What follows belongs to an exercise in optimizing a design on an open flow for small area, a short achievable clock period and few clock cycles per item; a production flow would make more cautious choices. No functional check of the RTL was part of any run shown here. Power figures rest on the tool's default switching activity, not on a simulated workload.

==> flow/design.v, too long to show whole: its modules and the start of the top module <==
// module hls_pipe_mul: 1238 lines
// module hls_dot_kernel: 120 lines
module hls_dot_kernel (
  input  logic        clk,
  input  logic        reset,
  input  logic        start,
  input  logic [3:0]  len,
  input  logic        wr_en,
  input  logic        wr_sel,
  input  logic [2:0]  wr_addr,
  input  logic [31:0] wr_data,
  output logic        busy,
  output logic        finished,
  output logic [31:0] return_val
);
  // ...
==> flow/run.sh <==
#!/bin/bash
# synth_recipe.tcl (not shown) runs the flow's synth.tcl, then flattens the netlist and writes it again
# the make line also repeats each setting of config.mk as NAME=value (left out here)
make -C /OpenROAD-flow-scripts/flow DESIGN_CONFIG=/design/flow/config.mk WORK_HOME=/design/flow/orfs CLKGATE_MAP_FILE= SYNTH_SCRIPT=/design/flow/synth_recipe.tcl finish
==> flow/config.mk <==
export PLATFORM = sky130hd
export DESIGN_NAME = hls_dot_kernel
export DESIGN_NICKNAME = hls_dot_kernel
export VERILOG_FILES = /design/flow/design.v
export SDC_FILE = /design/flow/constraint.sdc
export NUM_CORES = 4
export LEC_CHECK = 0
export CAP_MARGIN = 20
export CORE_MARGIN = 2
export CORE_UTILIZATION = 40
export SETUP_SLACK_MARGIN = 4.6
export SLEW_MARGIN = 20
==> flow/constraint.sdc <==
create_clock -name core_clock -period 8.0 [get_ports {clk}]
set_input_delay 1.6000 -clock core_clock [delete_from_list [all_inputs] [get_ports {clk}]]
set_output_delay 1.6000 -clock core_clock [all_outputs]
set_load 0.01 [all_outputs]
==> results.cfg, run 1 <==
[critical_path]
path_buf_inv = 0
timing.reg2reg.setup_slack_ns = 4.40
start_kind = flip-flop
worst_setup_path_end_kind = flip-flop
rr_endpoint = r_acc[25]
crit_path_end = r_acc[25]

[pwr]
clkPwrFrac_pct = 19.1
p_seq_w = 0.00534
finalPower_w = 0.0210
p_switching_w = 0.00824

[route]
wl_per_cell_um = 25.8
first_pass_iters = 6
dr_wl_met3_um = 7250
drc = 0
met1_length_um = 45900

[synthesis]
yosys.area_share.adder_pct = 13.2
yosysMostFrequentCell = edfxtp_1
synth_top_family_by_area = adder cells
synth_seq_cells = 773
yosys-top-cells-area = edfxtp_1, dfxtp_1, fa_1, mux4_2, xnor2_1
synthTopCellsByCount = edfxtp_1, a22oi_1, inv_1
synth_area_um2 = 40000

[clock_tree]
cts_inserted_buffers = 87
hold_buffers = 0

[finish]
seq_share_pct = 44.3
layout_commonest_cell = edfxtp_1
layout_common_cells = edfxtp_1, a22oi_1, inv_1, xnor2_1, fa_1
utilization_pct = 47.9
multiInputGateArea_um2 = 18200
design_area_um2 = 47800
clock_cell_area_share_pct = 6.09

[global_route]
grt_max_degree = 53
grt_pass1_wl_um = 166000
top_usage_layer = met2
overflow = 0
grt_use_met2_pct = 36.9

[sta]
max_freq_mhz = 278
setup-violations-final = 0
skew_ns = 0.0604

[placed_design]
place_inst = 4085
preCtsSetupSlack_ns = 2.92

[status]
status = no timing/DRC/antenna violations

[min_path]
hp-class = flip-flop to flip-flop
==> module hls_dot_kernel, before the edit <==
module hls_dot_kernel (
  input  logic        clk,
  input  logic        reset,
  input  logic        start,
  input  logic [3:0]  len,
  input  logic        wr_en,
  input  logic        wr_sel,
  input  logic [2:0]  wr_addr,
  input  logic [31:0] wr_data,
  output logic        busy,
  output logic        finished,
  output logic [31:0] return_val
);
  logic [31:0] r_mem_x [8];
  logic [31:0] r_mem_y [8];
  logic        r_busy, r_fin;
  logic [31:0] r_ret;
  logic [7:0]  r_fl;
  logic        r_dirty;
  logic        r_fb_run, r_fb_mark;
  logic [2:0]  r_fb_cnt, r_fb_last;
  logic        r_sh_vld;
  logic [2:0]  r_sh_addr;
  logic [31:0] r_a, r_acc;
  logic [15:0] r_neg, r_one, r_two;    
  logic        r_clr1;                 
  logic        r_lat;                  
  logic        w_idle, w_acc_st, w_acc_wr, w_fast, w_fb_st, w_mark, w_mul_y;
  logic [3:0]  w_len_c;
  logic [7:0]  w_mask;
  logic [2:0]  w_raddr;
  logic [31:0] w_b, w_p;
  logic [32:0] w_bx;
  assign w_idle   = !r_busy;
  assign w_acc_st = start && !reset && w_idle;
  assign w_acc_wr = wr_en && !reset && w_idle;
  assign w_len_c  = (len > 4'd8) ? 4'd8 : len;
  assign w_mask   = 8'((9'd1 << w_len_c) - 9'd1);
  assign w_fast   = (w_len_c != 4'd0) && !r_dirty && (r_fl == w_mask) && !wr_en;
  assign w_fb_st  = w_acc_st && !w_fast;
  assign w_mark = (w_acc_st && w_fast) || r_fb_mark;
  always_ff @(posedge clk) begin
    if (w_acc_wr) begin
      if (wr_sel) r_mem_y[wr_addr] <= wr_data;
      else        r_mem_x[wr_addr] <= wr_data;
    end
  end
  assign w_raddr = r_fb_run ? r_fb_cnt : wr_addr;
  assign w_mul_y = r_fb_run ? !(r_sh_vld && r_sh_addr == r_fb_cnt)
                            : (w_acc_st && w_acc_wr && {1'b0, wr_addr} < w_len_c);
  assign w_b  = w_mul_y ? r_mem_y[w_raddr] : ((w_acc_wr && wr_sel && !w_acc_st) ? wr_data : 32'd0);
  assign w_bx = {w_b, 1'b0};
  always_ff @(posedge clk) begin
    r_a <= r_mem_x[w_raddr];
    for (int r = 0; r < 16; r++) begin
      r_neg[r] <= w_bx[2*r+2];
      r_one[r] <= w_bx[2*r+1] ^ w_bx[2*r];
      r_two[r] <= (w_bx[2*r+2] && !w_bx[2*r+1] && !w_bx[2*r]) ||
                  (!w_bx[2*r+2] && w_bx[2*r+1] && w_bx[2*r]);
    end
    r_clr1 <= w_acc_st || r_fb_mark;
  end
  hls_pipe_mul u_mul (
    .clk  (clk),
    .i_a  (r_a),
    .i_neg(r_neg),
    .i_one(r_one),
    .i_two(r_two),
    .i_acc(r_acc),
    .o_p  (w_p)
  );
  always_ff @(posedge clk) r_acc <= r_clr1 ? 32'd0 : w_p;
  always_ff @(posedge clk) begin
    if (r_lat) r_ret <= w_p;
  end
  always_ff @(posedge clk) begin
    if (reset) begin
      r_busy    <= 1'b0;
      r_fin     <= 1'b0;
      r_lat     <= 1'b0;
      r_fb_run  <= 1'b0;
      r_fb_mark <= 1'b0;
      r_dirty   <= 1'b1;
      r_fl      <= 8'd0;
    end else begin
      r_lat     <= w_mark;
      if (w_acc_st) begin
        r_busy <= 1'b1;
        r_fin  <= 1'b0;
      end else if (r_lat) begin
        r_busy <= 1'b0;
        r_fin  <= 1'b1;
      end
      if (w_acc_st) begin
        r_fb_run  <= !w_fast && (w_len_c != 4'd0);
        r_fb_mark <= !w_fast && (w_len_c == 4'd0);
        r_fb_last <= 3'(w_len_c - 4'd1);
        r_fb_cnt  <= 3'd0;
        r_sh_vld  <= w_acc_wr;
        r_sh_addr <= wr_addr;
      end else begin
        r_fb_mark <= r_fb_run && (r_fb_cnt == r_fb_last);
        if (r_fb_run) begin
          if (r_fb_cnt == r_fb_last) r_fb_run <= 1'b0;
          r_fb_cnt <= r_fb_cnt + 3'd1;
        end
      end
      if (w_acc_st) begin
        r_dirty <= 1'b0;
        r_fl    <= 8'd0;
      end else if (w_acc_wr) begin
        if (r_fl[wr_addr]) r_dirty <= 1'b1;
        if (wr_sel) r_fl[wr_addr] <= 1'b1;
      end
    end
  end
  assign busy       = r_busy;
  assign finished   = r_fin;
  assign return_val = r_ret;
endmodule
==> inputs of run 2 (changes only) <==
--- a/flow/design.v
+++ b/flow/design.v
@@ -1266,5 +1266,5 @@
   logic [31:0] r_a, r_acc;
   logic [15:0] r_neg, r_one, r_two;    
-  logic        r_clr1;                 
+  logic        r_clr1, r_clr2;         
   logic        r_lat;                  
   logic        w_idle, w_acc_st, w_acc_wr, w_fast, w_fb_st, w_mark, w_mul_y;
@@ -1302,4 +1302,5 @@
     end
     r_clr1 <= w_acc_st || r_fb_mark;
+    r_clr2 <= r_clr1;
   end
   hls_pipe_mul u_mul (
@@ -1309,8 +1310,8 @@
     .i_one(r_one),
     .i_two(r_two),
-    .i_acc(r_acc),
+    .i_acc(r_clr2 ? 32'd0 : r_acc),
     .o_p  (w_p)
   );
-  always_ff @(posedge clk) r_acc <= r_clr1 ? 32'd0 : w_p;
+  always_ff @(posedge clk) r_acc <= w_p;
   always_ff @(posedge clk) begin
     if (r_lat) r_ret <= w_p;
--- a/flow/config.mk
+++ b/flow/config.mk
@@ -8,5 +8,5 @@
 export CAP_MARGIN = 20
 export CORE_MARGIN = 2
-export CORE_UTILIZATION = 40
+export CORE_UTILIZATION = 65
 export SETUP_SLACK_MARGIN = 4.6
 export SLEW_MARGIN = 20
==> results.cfg, run 2 <==
[synthesis]
synth-async-reset-ratio_pct = 0
yosys-top-cells-area = edfxtp_1, dfxtp_1, fa_1, mux4_2, xnor2_1
syn_area_per_cell_um2 = 14.5
synth_top_cell_by_area = edfxtp_1
seq_area_frac_synth_pct = 53.3
synth_area_um2 = 39500
yosysMostFrequentCell = edfxtp_1
synth_seq_cells = 774
synth_edf_count = 554
synthTopCellsByCount = edfxtp_1, a22oi_1, xnor2_1
synth_ff_type = edfxtp_1
netlist.area_leader.share_pct = 42.1
synthCells = 2725
syn-num-nets = 3060
ys_types = 73
ys_warn_count = 2

[sta]
fin_tns_setup_ns = 0
final_hold_viol_count = 0
setup-violations-final = 0
fin_crit_ns = 3.57
maxSlewViolCount = 0
slew_headroom_pct = 43.9
rsz0062_at_grt = true
period_share_pct = 44.6
worstMarginPinSlew_ns = 0.841
skew_ns = 0.0245
max_freq_mhz = 281

[critical_path]
start_kind = flip-flop
required_ns = 8.35
path_class = flip-flop to flip-flop
worst_setup_path_end_kind = flip-flop
cp_max_fo = 4
critPathArrivalTime_ns = 3.91

[min_path]
hp-class = flip-flop to flip-flop

[floorplan]
die_h_um = 250
ios = 78
num_rows = 90
die_area_um2 = 62700
die_w_um = 250
start_util_pct = 65.5
core_area_um2 = 60200

[route]
detail-route-antenna-nets = 1
drc = 0
dr_wl_met3_um = 8220
wirelength_um = 105000
first_pass_iters = 6
num_vias = 24026
met1_length_um = 39700
wl_per_cell_um = 28.3
dr_wl_met2_um = 51700
highest_layer = met4
drt-initial-drc-count = 2605
vias_per_cell = 6.49

[finish]
seqCellArea_um2 = 21100
drive_gt1_share_pct = 22.2
layout_common_cells = edfxtp_1, a22oi_1, xnor2_1, fa_1, dfxtp_1
fill_cells = 3507
area_growth_pct = 16.5
reg_top3 = r_mem_x: 256 flops, r_mem_y: 256 flops, u_mul.r_s: 92 flops
layout_commonest_cell = edfxtp_1
multiInputGateArea_um2 = 17700
final_nets = 3188

[placed_design]
dp_hpwl_um = 61700
routabilityCongestion = 0.943
io_buffers = 77

[global_route]
grt_max_degree = 57
overflow = 0
antenna_found_initial = 3
grt_pass1_wl_um = 158000
grt_pass1_vias = 25272
grt_usage_pct = 34.1

[status]
status = failed layout checks
failed_checks = antenna violations

[clock_tree]
htreeDepth = 3
cts_buffer_depth = 3
clock_latency_ns = 0.63
hold_buffers = 0
cts_root_buffer = clkbuf_16
cts_tree = yes
numClockSinks = 774
clk_pin_slew_ns = 0.06
cts_inserted_buffers = 77

[pwr]
vdd_ir_drop_max_uv = 523
powerDensity_nw_per_um2 = 469
finalPower_w = 0.0215
p_leak_nw = 16.7

[flow_run]
maxCapViolCount = 0
[run 2: worst paths after layout]
kind | from | end | slack (ns) | cells past startpoint
setup / recovery | u_mul.r_s[8] | r_ret[28] | 4.43 | 12
hold / removal | r_clr1 | r_clr2 | 0.33 | 0
setup reg to reg | u_mul.r_s[8] | r_ret[28] | 4.43 | 12
hold reg to reg | r_clr1 | r_clr2 | 0.33 | 0
[run 2: timing repair]
item / in CTS / in global routing
pin swaps: 49 / 37
setup endpoints to repair: 627 / 81
cloned: 15 / 1
gates resized for setup: 252 / 69
buffers inserted: 54 / 21
[run 2: routing by layer]
metal | vias up | track usage (%)
met2 | 1233 | 56.7
met1 | 12373 | 44.0
met5 | - | 0
met4 | 0 | 16.8
met3 | 309 | 5.84
li1 | 10111 | -
[run 2: cell type report]
| cell class | instances | area share, % |
|---|---|---|
| Sequential cell | 774 | 46.0 |
| Multi-Input combinational cell | 1558 | 38.5 |
| Timing Repair Buffer | 247 | 6.18 |
| Clock buffer | 107 | 4.87 |
| Tap cell | 782 | 2.13 |
| Inverter | 195 | 1.60 |
| Clock inverter | 33 | 0.697 |
| Antenna cell | 7 | 0.0381 |
[run 2: cell families (layout without fill, tap and decap cells)]
group | Yosys count | count (layout) | share of synthesized area, %
other | 0 | 7 | 0
adder cells (fa/ha/maj) | 291 | 291 | 13.4
flip-flops | 774 | 774 | 53.3
buffers and inverters | 393 | 582 | 4.18
multiplexers | 236 | 236 | 10.4
XOR/XNOR | 360 | 360 | 7.99
AO/OA/AOI/OAI | 426 | 426 | 7.73
AND/OR/NAND/NOR | 245 | 245 | 3.03
[run 2: through the flow]
stage | hold WS (ns) | cells | instance area [µm²] | util, % | setup WS [ns]
5_1_grt | 0.348 | 3696 | 46000 | 76.3 | 4.38
6_report | 0.333 | 3703 | 46000 | 76.3 | 4.43
3_3_place_gp | 0.312 | 3465 | 41100 | 68.2 | 3.10
2_1_floorplan | 0.310 | 2725 | 39700 | - | 4.42
4_1_cts | 0.333 | 3674 | 45600 | 75.6 | 4.49
3_5_place_dp | 0.317 | 3465 | 41100 | 68.2 | 3.01
[run 2: critical path, stage by stage, from the launching register on]
cell and delay [ns]:
dfxtp_2 0.32, fa_1 0.55, inv_2 0.04, fa_1 0.49, inv_2 0.05, ha_4 0.29
a21oi_2 0.05, o22ai_2 0.27, a32o_2 0.30, a211oi_4 0.11, o211ai_1 0.39, a21oi_1 0.14
a31o_2 0.29
[run 2: report_power, final]
group          leakage (nW)  internal, W  switching, W  total (W)
registers              6.83      0.00509      0.000244    0.00534
clock network          1.24      0.00210       0.00155    0.00364
logic                  8.61      0.00565       0.00692     0.0126
==> inputs of run 3 (changes only) <==
--- a/flow/config.mk
+++ b/flow/config.mk
@@ -8,5 +8,5 @@
 export CAP_MARGIN = 20
 export CORE_MARGIN = 2
-export CORE_UTILIZATION = 65
+export CORE_UTILIZATION = 40
 export SETUP_SLACK_MARGIN = 4.6
 export SLEW_MARGIN = 20
==> results.cfg, run 3 <==
[status]
status = no timing/DRC/antenna violations

[sta]
maxSlewViolCount = 0
max_freq_mhz = 277
worstMarginPinSlew_ns = 0.987
rsz0062_at_grt = true
skew_ns = 0.0408
fin_crit_ns = 3.61
period_share_pct = 45.2
finalWorstSetupSlack_ns = 4.39
fin_hold_ws_ns = 0.364
final_hold_viol_count = 0
setup-violations-final = 0
fin_tns_setup_ns = 0
slew_headroom_pct = 34.2

[synthesis]
ys_types = 73
synthCells = 2725
synth_edf_count = 554
seq_area_frac_synth_pct = 53.3
syn_area_per_cell_um2 = 14.5
syn-num-nets = 3060
synth_area_um2 = 39500
synthTopCellsByCount = edfxtp_1, a22oi_1, xnor2_1
ys_warn_count = 2
synth-async-reset-ratio_pct = 0
synth_seq_cells = 774
yosysMostFrequentCell = edfxtp_1
netlist.area_leader.share_pct = 42.1
synth_top_cell_by_area = edfxtp_1
synth_ff_type = edfxtp_1
yosys-top-cells-area = edfxtp_1, dfxtp_1, fa_1, mux4_2, xnor2_1

[route]
first_pass_iters = 6
vias_per_cell = 5.56
detail-route-antenna-nets = 0
wirelength_um = 105000
drc = 0
num_vias = 23371
drt-initial-drc-count = 2396
wl_per_cell_um = 25.0

[finish]
fill_cells = 8337
design_area_um2 = 47000
multiInputGateArea_um2 = 17700
layout_commonest_cell = edfxtp_1
area_growth_pct = 19.1
layout_common_cells = edfxtp_1, a22oi_1, xnor2_1, fa_1, dfxtp_1
final_nets = 3178
reg_top3 = r_mem_x: 256 flops, r_mem_y: 256 flops, u_mul.r_s: 92 flops
seqCellArea_um2 = 21200
drive_gt1_share_pct = 23.2

[critical_path]
start_kind = flip-flop
required_ns = 8.39
path_class = flip-flop to flip-flop
worst_setup_path_end_kind = flip-flop
ff2ff_path_depth = 14
critPathArrivalTime_ns = 4.00
cp_max_fo = 4

[clock_tree]
cts_inserted_buffers = 82
numClockSinks = 774
clk_pin_slew_ns = 0.06
cts_buffer_depth = 3
htreeDepth = 3
cts_tree = yes
cts_root_buffer = clkbuf_16
clock_latency_ns = 0.66

[global_route]
top_usage_layer = met2
grt_max_degree = 57
grt_use_met1_pct = 27.2
grt_pass1_wl_um = 157000
grt_usage_pct = 20.5
overflow = 0
grt_pass1_vias = 24815
grt_use_met2_pct = 33.9
antenna_found_initial = 7
grt.met3_usage_pct = 3.56

[placed_design]
dp_hpwl_um = 62500
routabilityCongestion = 0.920
io_buffers = 77
preCtsSetupSlack_ns = 2.80
dpl_cell_area_um2 = 41600

[pwr]
vdd_ir_drop_max_uv = 454
powerDensity_nw_per_um2 = 428
p_leak_nw = 16.9

[floorplan]
core_area_um2 = 98100
die_w_um = 318
die_area_um2 = 101000
start_util_pct = 40.2
die_h_um = 318
ios = 78
num_rows = 115

[flow_run]
maxCapViolCount = 0

[min_path]
hp-class = flip-flop to flip-flop
min_path_cells = 0
## run 3: cell counts after synthesis
No cell type changed its count.
## run 3: critical path, stage by stage, from the launching register on
cell and delay, ns:
dfxtp_2 0.32, fa_1 0.54, inv_2 0.04, fa_1 0.52
inv_2 0.05, ha_4 0.29, a21oi_4 0.06, o22ai_4 0.19
buf_6 0.13, a32o_2 0.27, a211oi_4 0.09, buf_6 0.14
o211ai_1 0.35, a21oi_1 0.13, a31o_2 0.24
## run 3: final timing paths
check / slack (ns) / startpoint / end
worst max-delay path: 4.39 / u_mul.r_s[10] / r_ret[28]
worst min-delay path: 0.36 / r_clr1 / r_clr2
worst max register to register: 4.39 / u_mul.r_s[10] / r_ret[28]
worst min register to register: 0.36 / r_clr1 / r_clr2
## run 3: where the power goes
part	switching (W)	internal [W]
Clock	0.00161	0.00246
Sequential	0.000307	0.00509
Combinational	0.00587	0.00478
## run 3: stage by stage
stage	cells	power (W)	utilization (%)
6_report	4201	0.0201	47.9
5_1_grt	4200	0.0214	47.9
2_1_floorplan	2725	0.0115	-
4_1_cts	4169	0.0193	47.2
3_5_place_dp	3952	0.0139	42.4
3_3_place_gp	3952	0.0137	42.4
## run 3: cells by family (layout without fill, tap and decap cells)
logic type               count (synthesis)  in the layout  synth area share, %
buffers and inverters                  393            581                 4.18
multiplexers                           236            236                 10.4
flip-flops                             774            774                 53.3
adder cells (fa/ha/maj)                291            291                 13.4
XOR/XNOR                               360            360                 7.99
other                                    0              1                    0
AND/OR/NAND/NOR                        245            245                 3.03
AO/OA/AOI/OAI                          426            426                 7.73
## run 3: cell type report
cell class	count	share of cell area, %
sequential	774	45.0
clock buffer	117	5.15
inverter	195	1.56
timing repair buffer	232	6.00
tap	1287	3.42
clock inverter	37	1.17
multi-input combinational	1558	37.7
antenna	1	0.00532
## run 3: timing repair
item	CTS	global route
resized for setup	226	124
setup endpoints to repair	556	261
hold buffers	0	0
pin swaps	45	60
gates cloned	16	5
buffers inserted	47	26
## run 3: routing by layer
layer | share of wire (%) | wire (µm)
met5 | 0.046 | 48
met4 | 3.5 | 3700
met3 | 6.6 | 6980
met2 | 48 | 50600
met1 | 42 | 43900
==> inputs of run 4 (changes only) <==
--- a/flow/config.mk
+++ b/flow/config.mk
@@ -9,4 +9,4 @@
 export CORE_MARGIN = 2
 export CORE_UTILIZATION = 40
-export SETUP_SLACK_MARGIN = 4.6
+export SETUP_SLACK_MARGIN = 4.4
 export SLEW_MARGIN = 20
==> results.cfg, run 4 <==
[critical_path]
start_kind = flip-flop
path_class = flip-flop to flip-flop
cp_max_fo = 14
worst_setup_path_end_kind = flip-flop
required_ns = 8.50
critPathArrivalTime_ns = 4.07

[clock_tree]
hold_buffers = 0
cts_buffer_depth = 3
cts_inserted_buffers = 84
htreeDepth = 3
cts_root_buffer = clkbuf_16
clk_pin_slew_ns = 0.06
cts_tree = yes
clock_latency_ns = 0.68
numClockSinks = 774

[sta]
final_hold_viol_count = 0
maxSlewViolCount = 0
skew_ns = 0.0653
fin_crit_ns = 3.57
worstMarginPinSlew_ns = 1.13
setup-violations-final = 0
rsz0062_at_grt = true
finalWorstSetupSlack_ns = 4.43
max_freq_mhz = 280
fin_tns_setup_ns = 0
period_share_pct = 44.7
slew_headroom_pct = 24.6

[synthesis]
synth_edf_count = 554
ys_types = 73
synth_top_cell_by_area = edfxtp_1
yosysMostFrequentCell = edfxtp_1
netlist.area_leader.share_pct = 42.1
synth_area_um2 = 39500
synth_ff_type = edfxtp_1
synth-async-reset-ratio_pct = 0
syn-num-nets = 3060
seq_area_frac_synth_pct = 53.3
synthTopCellsByCount = edfxtp_1, a22oi_1, xnor2_1
syn_area_per_cell_um2 = 14.5
yosys-top-cells-area = edfxtp_1, dfxtp_1, fa_1, mux4_2, xnor2_1
ys_warn_count = 2
synth_seq_cells = 774
synthCells = 2725

[min_path]
hp-class = flip-flop to flip-flop

[pwr]
powerDensity_nw_per_um2 = 408
vdd_ir_drop_max_uv = 344
p_leak_nw = 16.4
clkPwrFrac_pct = 21.2
p_seq_share_pct = 29.0
p_comb_share_pct = 49.8
p_switching_w = 0.00733
switching_share_pct = 39.2
cell_internal_pwr_w = 0.0114

[global_route]
grt_max_degree = 65
antenna_found_initial = 5
grt_pass1_wl_um = 154000
grt_pass1_vias = 24297
overflow = 0
grt_usage_pct = 20.2

[route]
wirelength_um = 103000
vias_per_cell = 5.52
detail-route-antenna-nets = 0
first_pass_iters = 8
num_vias = 22917
drt-initial-drc-count = 1925
drc = 0
wl_per_cell_um = 24.9

[finish]
drive_gt1_share_pct = 18.6
final_nets = 3125
layout_common_cells = edfxtp_1, a22oi_1, xnor2_1, fa_1, inv_1
fill_cells = 8462
layout_commonest_cell = edfxtp_1
utilization_pct = 46.7
area_growth_pct = 16.1
reg_top3 = r_mem_x: 256 flops, r_mem_y: 256 flops, u_mul.r_s: 92 flops

[placed_design]
io_buffers = 77
preCtsSetupSlack_ns = 3.22
dp_hpwl_um = 61000
routabilityCongestion = 0.877

[floorplan]
start_util_pct = 40.2
die_w_um = 318
die_area_um2 = 101000
core_area_um2 = 98100
die_h_um = 318
ios = 78
num_rows = 115

[flow_run]
maxCapViolCount = 0

[status]
status = no timing/DRC/antenna violations
==> run 4: cell families (layout without fill, tap and decap cells) <==
family / count (synthesis) / in the layout / share of synthesized area (%)
flops: 774 / 774 / 53.3
compound gates: 426 / 426 / 7.73
buf+inv: 393 / 530 / 4.18
xor+xnor: 360 / 360 / 7.99
fa+ha+maj: 291 / 291 / 13.4
simple gates: 245 / 245 / 3.03
mux: 236 / 236 / 10.4
other cells: 0 / 1 / 0
==> run 4: timing repair <==
item,4_1_cts,5_1_grt
gates cloned,11,3
pin swaps,7,21
endpoints found under the hold margin,0,0
resized for setup,120,63
setup endpoints to repair,189,321
buffers inserted,13,19
==> run 4: layer usage <==
layer  global-route usage, %  vias to the layer above  share of wire, %  routed length (µm)
met5                       0                        -             0.053                  55
met2                    33.8                      902                48               49600
met4                    7.75                        8               4.2                4310
met1                    25.9                    11760                41               41900
met3                    3.89                      265               7.1                7290
li1                        -                     9982                 -                   -
==> run 4: worst paths after layout <==
| check | to | start | depth (start not counted) | slack, ns |
|---|---|---|---|---|
| worst max register to register | u_mul.r_s[85] | r_two[2] | 11 | 4.43 |
| worst max-delay path | u_mul.r_s[85] | r_two[2] | 11 | 4.43 |
| worst min register to register | r_clr2 | r_clr1 | 0 | 0.33 |
| worst min-delay path | r_clr2 | r_clr1 | 0 | 0.33 |
==> run 4: critical path, cell delays in order (launching register included) <==
cell     delay [ns]
dfxtp_4        0.35
buf_12         0.15
a22oi_2        0.23
xor2_2         0.10
fa_1           0.56
inv_1          0.06
fa_1           0.50
inv_1          0.06
fa_2           0.54
inv_1          0.06
fa_2           0.34
fa_1           0.43
==> run 4: final cells by class <==
cell class | instances | area, µm² | area share (%)
inverter | 195 | 736 | 1.61
antenna | 1 | 2.50 | 0.00546
tap | 1287 | 1610 | 3.52
timing repair buffer | 177 | 2200 | 4.81
clock buffer | 106 | 2300 | 5.01
multi-input combinational | 1558 | 17200 | 37.6
sequential | 774 | 21100 | 46.2
clock inverter | 52 | 611 | 1.33
==> run 4: power groups by stage <==
stage / combinational [W] / clock [W] / sequential (W)
4_1_cts: 0.00885 / 0.00406 / 0.00541
2_1_floorplan: 0.00621 / 0 / 0.00529
3_5_place_dp: 0.00844 / 0 / 0.00548
3_3_place_gp: 0.00825 / 0 / 0.00548
5_1_grt: 0.0103 / 0.00421 / 0.00545
6_report: 0.00932 / 0.00397 / 0.00542
==> run 4: per-stage QoR <==
step / instance area, µm² / cells / hold slack [ns] / power, W
4_1_cts: 45300 / 4127 / 0.333 / 0.0183
3_5_place_dp: 41500 / 3945 / 0.318 / 0.0139
5_1_grt: 45800 / 4150 / 0.347 / 0.0200
2_1_floorplan: 39500 / 2725 / 0.310 / 0.0115
6_report: 45800 / 4150 / 0.329 / 0.0187
3_3_place_gp: 41500 / 3945 / 0.317 / 0.0137
==> inputs of run 5 (changes only) <==
==> flow/flow/run.sh (new file) <==
#!/bin/bash
# The standard layout (the standard.sh, synthesis unchanged), except that
# buffer_ports buffers the ports with buf_4 cells instead of the delay buffer
# it picks by itself. make's whole output goes to flow_make.log; ORFS keeps
# each step's log under orfs/logs/.
set -euo pipefail
bash standard.sh "BUFFER_PORTS_ARGS=-buffer_cell sky130_fd_sc_hd__buf_4" finish > flow_make.log 2>&1
==> flow/standard.sh (new file) <==
#!/bin/bash
# synth_recipe.tcl (not shown) runs the flow's synth.tcl, then flattens the netlist and writes it again
# the make line also repeats each setting of config.mk as NAME=value (left out here)
make -C /OpenROAD-flow-scripts/flow DESIGN_CONFIG=/design/flow/config.mk WORK_HOME=/design/flow/orfs CLKGATE_MAP_FILE= SYNTH_SCRIPT=/design/flow/synth_recipe.tcl "${@:-finish}"
--- a/flow/config.mk
+++ b/flow/config.mk
@@ -9,4 +9,4 @@
 export CORE_MARGIN = 2
 export CORE_UTILIZATION = 40
-export SETUP_SLACK_MARGIN = 4.4
+export SETUP_SLACK_MARGIN = 4.6
 export SLEW_MARGIN = 20
removed: flow/run.sh
==> results.cfg, run 5 <==
[status]
status = no timing/DRC/antenna violations

[floorplan]
num_rows = 115
die_area_um2 = 101000
die_h_um = 318
die_w_um = 318
ios = 78
core_area_um2 = 98100
start_util_pct = 40.2

[sta]
slew_headroom_pct = 34.6
period_share_pct = 43.9
worstMarginPinSlew_ns = 0.981
maxSlewViolCount = 0
fin_hold_ws_ns = 0.426
skew_ns = 0.0309
rsz0062_at_grt = true
fin_crit_ns = 3.51
max_freq_mhz = 285
setup-violations-final = 0
final_hold_viol_count = 0
fin_tns_setup_ns = 0

[route]
drc = 0
num_vias = 23267
dr_wl_met3_um = 6280
dr_wl_met2_um = 51600
detail-route-antenna-nets = 0
first_pass_iters = 5
highest_layer = met4
wirelength_um = 107000
wl_per_cell_um = 25.5
vias_per_cell = 5.58
drt-initial-drc-count = 1998
met1_length_um = 44900

[critical_path]
crit_path_end = u_mul.r_s[82]
critPathArrivalTime_ns = 4.09
timing.reg2reg.setup_slack_ns = 4.49
ff2ff_path_depth = 11
required_ns = 8.57
worst_setup_path_end_kind = flip-flop
path_class = flip-flop to flip-flop
reg2reg_from = r_two[2]
rr_endpoint = u_mul.r_s[82]
crit_start = r_two[2]
cp_max_fo = 6
start_kind = flip-flop

[synthesis]
syn-num-nets = 3060
yosysMostFrequentCell = edfxtp_1
synthCells = 2725
synth_ff_type = edfxtp_1
synth_top_cell_by_area = edfxtp_1
synthTopCellsByCount = edfxtp_1, a22oi_1, xnor2_1
ys_warn_count = 2
netlist.area_leader.share_pct = 42.1
syn_area_per_cell_um2 = 14.5
synth_seq_cells = 774
synth_area_um2 = 39500
synth-async-reset-ratio_pct = 0
synth_edf_count = 554
ys_types = 73
seq_area_frac_synth_pct = 53.3
yosys-top-cells-area = edfxtp_1, dfxtp_1, fa_1, mux4_2, xnor2_1

[global_route]
grt_pass1_vias = 24740
grt_max_degree = 113
overflow = 0
antenna_found_initial = 3
grt_usage_pct = 20.8
grt_pass1_wl_um = 158000

[finish]
drive_gt1_share_pct = 23.7
reg_top3 = r_mem_x: 256 flops, r_mem_y: 256 flops, u_mul.r_s: 92 flops
layout_commonest_cell = edfxtp_1
layout_common_cells = edfxtp_1, a22oi_1, xnor2_1, fa_1, inv_1
design_area_um2 = 46000
diodes = 0
area_growth_pct = 16.6
fill_cells = 8506
final_nets = 3148

[clock_tree]
cts_buffer_depth = 3
cts_tree = yes
cts_inserted_buffers = 82
htreeDepth = 3
numClockSinks = 774
hold_buffers = 0
clock_latency_ns = 0.65
cts_root_buffer = clkbuf_16
clk_pin_slew_ns = 0.06

[pwr]
powerDensity_nw_per_um2 = 432
p_leak_nw = 16.5
vdd_ir_drop_max_uv = 437
finalPower_w = 0.0199

[flow_run]
maxCapViolCount = 0

[min_path]
min_path_cells = 0
hp-class = flip-flop to flip-flop

[placed_design]
dpl_cell_area_um2 = 41400
routabilityCongestion = 0.894
io_buffers = 77
dp_hpwl_um = 63300
-- run 5: cell counts after synthesis --
Identical to the previous run, type by type.
-- run 5: what timing repair did --
action                                  CTS  global route
cloned                                   11             2
resized for setup                       171            84
endpoints found under the setup margin  108            50
setup buffers                            30            30
pin swaps                                36            49
-- run 5: through the flow --
stage	util [%]	std cells	worst slack [ns]
3_5_place_dp	42.1	3943	3.44
4_1_cts	46.2	4137	4.50
6_report	46.9	4169	4.49
5_1_grt	46.9	4169	4.41
2_1_floorplan	-	2725	4.42
3_3_place_gp	42.1	3943	3.52
-- run 5: worst min path at each step --
stage | start | end | slack (ns)
floorplan | r_clr1 | r_clr2 | 0.31
global placement | r_clr1 | r_clr2 | 0.42
detailed placement | r_clr1 | r_clr2 | 0.41
CTS | r_clr1 | r_clr2 | 0.41
global route | r_clr1 | r_clr2 | 0.42
finish | r_clr1 | r_clr2 | 0.43
-- run 5: final cells by class --
cell class | count | area, µm² | area share [%]
clock buffers | 108 | 2270 | 4.94
clock inverters | 45 | 477 | 1.04
inverters | 195 | 736 | 1.60
multi-input cells | 1558 | 17600 | 38.3
flip-flops and latches | 774 | 21200 | 46.0
well taps | 1287 | 1610 | 3.50
repair buffers | 202 | 2130 | 4.64
-- run 5: critical path, cell delays in order (launching register included) --
cell and delay, ns:
dfxtp_4 0.36, buf_12 0.14, a22oi_2 0.19, xor2_2 0.11, fa_1 0.56, inv_2 0.05
fa_1 0.53, inv_1 0.07, fa_2 0.53, inv_2 0.04, fa_2 0.33, fa_2 0.53
-- run 5: per-layer routing --
layer / vias up / GRT usage [%]
li1: 10022 / -
met1: 12119 / 27.8
met2: 886 / 34.4
met3: 240 / 3.13
met4: 0 / 7.67
met5: - / 0
-- run 5: kinds of logic after synthesis --
logic type                 Yosys count  synth area share [%]
AOI/OAI and AO/OA                  426                  7.73
xor gates and xnor gates           360                  7.99
muxes                              236                  10.4
DFF                                774                  53.3
and+or+nand+nor                    245                  3.03
buffers and inverters              393                  4.18
adders and majority gates          291                  13.4
-- run 5: power by group --
group	leakage (nW)	switching, W	internal, W	total (W)
registers	6.84	0.000333	0.00509	0.00542
logic	8.35	0.00574	0.00487	0.0106
clock network	1.34	0.00160	0.00224	0.00385
total	16.5	0.00767	0.0122	0.0199

static timing again, ports no longer ideal:
The flow's constraints put no driver on any port. The routed layouts listed below were extracted and timed again, unchanged, in two steps.
Step 1 (the two cells are an assumption about what drives the block):
set clk [get_ports {clk}]
set_driving_cell -lib_cell sky130_fd_sc_hd__clkbuf_16 $clk
set_driving_cell -lib_cell sky130_fd_sc_hd__buf_2 [delete_from_list [all_inputs] $clk]
Step 2 moves the port delays by t, midway between the first and last clock arrival at a register: inputs arrive t later, outputs are due t later. That takes back most of the time a late clock gives input paths.
Slacks: ideal ports / drivers / drivers and shift; pairs: ideal ports / drivers.
| run | shift t [ns] | setup slack, ns | worst hold slack (ns) | worst register clock-pin slew, ns | worst slew at a driven data input, ns |
|---|---|---|---|---|---|
| run 1 | 0.724 | 4.402 / 4.402 / 3.990 | 0.507 / 0.507 / 0.507 | 0.06 / 0.06 | 0.15 |
| run 2 | 0.682 | 4.435 / 4.435 / 4.039 | 0.333 / 0.333 / 0.333 | 0.08 / 0.08 | 0.11 |
| run 3 | 0.701 | 4.387 / 4.387 / 4.030 | 0.364 / 0.364 / 0.364 | 0.06 / 0.06 | 0.14 |
| run 4 | 0.722 | 4.427 / 4.427 / 3.868 | 0.329 / 0.329 / 0.329 | 0.06 / 0.06 | 0.15 |
| run 5 | 0.706 | 4.488 / 4.488 / 4.008 | 0.426 / 0.426 / 0.426 | 0.07 / 0.07 | 0.14 |
For run 4, which loses most, drivers alone change the setup slack by 0.000 ns; drivers and shift together by -0.559 ns.
